Background: an optimization exercise with open tools, aiming at small area, a short achievable clock period and few clock cycles per item. Do not read the settings as production practice.
The RTL was checked by simulation tests, not by an equivalence proof against the original design.

==> v11 <==
==> flow/design.v (excerpt) <==
module encoder_accelerated_value (
    input  logic                          aclk,
    input  logic                          aresetn,
    input  logic                          cfg_valid,
    output logic                          cfg_ready,
    input  logic [eav_pkg::CFG_IDX_W-1:0] cfg_index,
    input  logic [eav_pkg::DATA_W-1:0]    cfg_data,
    input  logic                          s_tvalid,
    output logic                          s_tready,
    input  logic [eav_pkg::DATA_W-1:0]    s_tdata,   
    input  logic                          s_tuser,   
    output logic                          m_tvalid,
    input  logic                          m_tready,
    output logic [eav_pkg::M_DATA_W-1:0]  m_tdata,   
    output logic                          m_tuser    
);
Settings: LEC_CHECK=0, ABC_AREA=1, CAP_MARGIN=20, CORE_MARGIN=2, CORE_UTILIZATION=40, SETUP_SLACK_MARGIN=4, SLEW_MARGIN=20, TNS_END_PERCENT=10; clock period 10.0 ns.
run.sh (not shown) runs the stock make flow with config.mk's settings and CLKGATE_MAP_FILE= SYNTH_SCRIPT=/design/flow/synth_recipe.tcl, a recipe that flattens the netlist after the stock synthesis.
==> v39: changes against v11 <==
--- a/flow/design.v
+++ b/flow/design.v
@@ -203,15 +203,24 @@
         .a(mac_a), .one(b_one), .two(b_two), .neg(b_neg), .top(b_top),
         .x(mac_x), .s(mac_s), .c(mac_c)
     );
     eav_padd #(.W(36)) u_vsum (.a(mac_s), .b(mac_c), .cin(1'b0), .sum(v));
     logic [31:0] vc, moved;
-    logic [32:0] dvc, dtv;
+    logic [32:0] dvc;
     assign vc = acc_r | {32{vcf_r}};
     eav_padd #(.W(33)) u_dvc (.a({vc[31], vc}), .b(~{vt_r[31], vt_r}), .cin(1'b1), .sum(dvc));
-    eav_padd #(.W(33)) u_dtv (.a({vt_r[31], vt_r}), .b(~{vc[31], vc}), .cin(1'b1), .sum(dtv));
-    assign moved = dvc[32] ? dtv[31:0] : dvc[31:0];
+    logic [31:0] dlo;            
+    logic [31:0] dor;
+    always_comb begin
+        dor = dvc[31:0];
+        for (int l = 0; l < 5; l++)
+            for (int i = 0; i < 32; i++)
+                if ((i >> l) & 1)
+                    dor[i] = dor[i] | dor[((i >> l) << l) - 1];
+        dlo = {dor[30:0], 1'b0};
+    end
+    assign moved = dvc[31:0] ^ ({32{dvc[32]}} & dlo);
     logic [35:0] cmp_y;
     logic        lo_neg, hi_neg, tk_lt;
     assign cmp_y = f_pos ? {{4{min_r[31]}}, min_r} : {4'd0, moved};
     eav_csign #(.W(36)) u_lo (
         .a(mac_s), .b(mac_c), .c(~cmp_y), .cin(!f_grow), .sign(lo_neg)
==> v36: changes against v11 <==
--- a/flow/design.v
+++ b/flow/design.v
@@ -173,10 +173,11 @@
     logic [1:0]   pc;            
     logic [1:0]   tph;           
     logic [7:0]   rem_r;
     logic [3:0]   cnt_r;
     logic         f_pos, f_tk1, f_gch, f_grow, f_div;
+    logic         f_astep;       
     logic [3:0]   b_one, b_two, b_neg;
     logic         b_top, b_nz;
     logic [7:0]   b_raw;         
     eav_benc u_benc (.b(b_raw), .one(b_one), .two(b_two), .neg(b_neg), .top(b_top), .nz(b_nz));
     logic         min_is_lo, max_is_hi, min_gt_max, max_lt1, ratio_ge2, ratio_z;
@@ -194,24 +195,33 @@
     assign gap_hi_nz  = (gap_r[15:8] != 8'd0);
     logic [35:0]  mac_x, mac_s, mac_c, v;
     logic [32:0]  mac_a;
     logic         tbig;
     assign tbig  = (step_r[30:8] != '0);
-    assign mac_a = (f_grow || (f_gch && tbig)) ? {2'b00, step_r} : ib_d;
+    assign mac_a = f_astep ? {2'b00, step_r} : ib_d;
     assign mac_x = ({36{f_pos}} & {{4{acc_r[31]}}, acc_r})
                  | ({36{f_gch && pc == 2'd2}} & {3'd0, ib_d[24:0], 8'd0});
     eav_mac #(.W(36)) u_mac (
         .a(mac_a), .one(b_one), .two(b_two), .neg(b_neg), .top(b_top),
         .x(mac_x), .s(mac_s), .c(mac_c)
     );
     eav_padd #(.W(36)) u_vsum (.a(mac_s), .b(mac_c), .cin(1'b0), .sum(v));
     logic [31:0] vc, moved;
-    logic [32:0] dvc, dtv;
+    logic [32:0] dvc;
     assign vc = acc_r | {32{vcf_r}};
     eav_padd #(.W(33)) u_dvc (.a({vc[31], vc}), .b(~{vt_r[31], vt_r}), .cin(1'b1), .sum(dvc));
-    eav_padd #(.W(33)) u_dtv (.a({vt_r[31], vt_r}), .b(~{vc[31], vc}), .cin(1'b1), .sum(dtv));
-    assign moved = dvc[32] ? dtv[31:0] : dvc[31:0];
+    logic [31:0] dlo;            
+    logic [31:0] dor;
+    always_comb begin
+        dor = dvc[31:0];
+        for (int l = 0; l < 5; l++)
+            for (int i = 0; i < 32; i++)
+                if ((i >> l) & 1)
+                    dor[i] = dor[i] | dor[((i >> l) << l) - 1];
+        dlo = {dor[30:0], 1'b0};
+    end
+    assign moved = dvc[31:0] ^ ({32{dvc[32]}} & dlo);
     logic [35:0] cmp_y;
     logic        lo_neg, hi_neg, tk_lt;
     assign cmp_y = f_pos ? {{4{min_r[31]}}, min_r} : {4'd0, moved};
     eav_csign #(.W(36)) u_lo (
         .a(mac_s), .b(mac_c), .c(~cmp_y), .cin(!f_grow), .sign(lo_neg)
@@ -431,10 +441,11 @@
             f_pos     <= 1'b0;
             f_tk1     <= 1'b0;
             f_gch     <= 1'b0;
             f_grow    <= 1'b0;
             f_div     <= 1'b0;
+            f_astep   <= 1'b0;
             b_raw     <= 8'd1;
         end else begin
             if (cfg_valid) begin
                 case (cfg_index)
                     2'd0: min_r   <= cfg_data;
@@ -451,10 +462,12 @@
             f_pos  <= ib_v_n && !ib_t_n && (tph_n == TK_IDLE);
             f_tk1  <= ib_v_n &&  ib_t_n && (tph_n == TK_IDLE) && (pc_n == 2'd0);
             f_gch  <= ib_v_n &&  ib_t_n && (tph_n == TK_IDLE) && (pc_n != 2'd0);
             f_grow <= (tph_n == TK_GROW);
             f_div  <= (tph_n == TK_DIV);
+            f_astep <= (tph_n == TK_GROW)
+                    || (ib_v_n && ib_t_n && (tph_n == TK_IDLE) && (pc_n != 2'd0) && tbig);
             b_raw  <= nb_raw;
             if (m_tready)
                 mv_r <= 1'b0;
             if (take && !s_tuser)
                 last_r <= s_tdata;
- SETUP_SLACK_MARGIN: 4 -> 3
==> results.txt <==
The run finished with no timing, DRC or antenna violations. The setup fix buffers added after clock tree synthesis is 156. After the last flow step, the layout net total stands at 5765. The worst setup timing slack at the placement stage is about 1.1 ns. The standard cell core area came out at 85300 µm².
# the run above: v11

==> results.txt <==
The standard cell core area is 83700 µm². The worst setup timing slack at the placement stage is 0.758 ns. The flow ran to the end and the layout has no timing, DRC or antenna violations. The net count of the finished layout is about 5500. The setup fix buffers added after clock tree synthesis is 49.
# the run above: v39

==> results.txt <==
The number of logic inverters in the finished layout came out at between 600 and 700. The number of buffers added by the clock tree synthesis step came out at 40. The setup fix buffers added after clock tree synthesis is 60. The flow ran to the end and the layout has no timing, DRC or antenna violations.

The critical path is of the flop to flop type. The global routing met3 resource utilization is 8.33%. The biggest slice of the area belongs to multi-input gates.

STA classifies the critical path startpoint as a flop. The standard cell core area came out at approximately 83000 µm². The post-synthesis area per instance came out at approximately 7.2 µm².
# the run above: v36

Testbench counts of v11, summed over its fixed seeds: cycles 6,045, items 4,800.
Testbench counts of v39, summed over its fixed seeds: cycles 6,045, items 4,800.
Testbench counts of v36, summed over its fixed seeds: cycles 6,045, items 4,800.

-- afterwards: timing with drivers on the ports --
In the flow no input, the clock included, has a driving cell. The finished layouts below were timed again as built, in two steps.
Step 1, drivers: a clkbuf_16 drives aclk and a buf_2 each remaining input, both assumed.
Step 2 adds t to the input delays and takes it off the output delays; t is the mean of the earliest and latest rising clock arrival at the registers after step 1. Input paths then give back, and output paths get back, about the clock's delay inside the block.
Three values: ideal, step 1, step 2; two values: the first two.
| run | shift t [ns] | slack for setup (ns) | hold slack, ns | clock arrival spread, ns | worst register clock-pin slew, ns |
|---|---|---|---|---|---|
| v11 | 0.661 | 2.706 / 2.706 / 2.706 | 0.481 / 0.481 / 0.481 | 0.056 / 0.056 | 0.06 / 0.06 |
| v39 | 0.643 | 2.224 / 2.224 / 2.224 | 0.465 / 0.465 / 0.465 | 0.026 / 0.026 | 0.07 / 0.07 |
| v36 | 0.669 | 2.069 / 2.069 / 2.069 | 0.462 / 0.462 / 0.462 | 0.033 / 0.032 | 0.07 / 0.07 |
After both steps setup and hold are still met in every run listed.
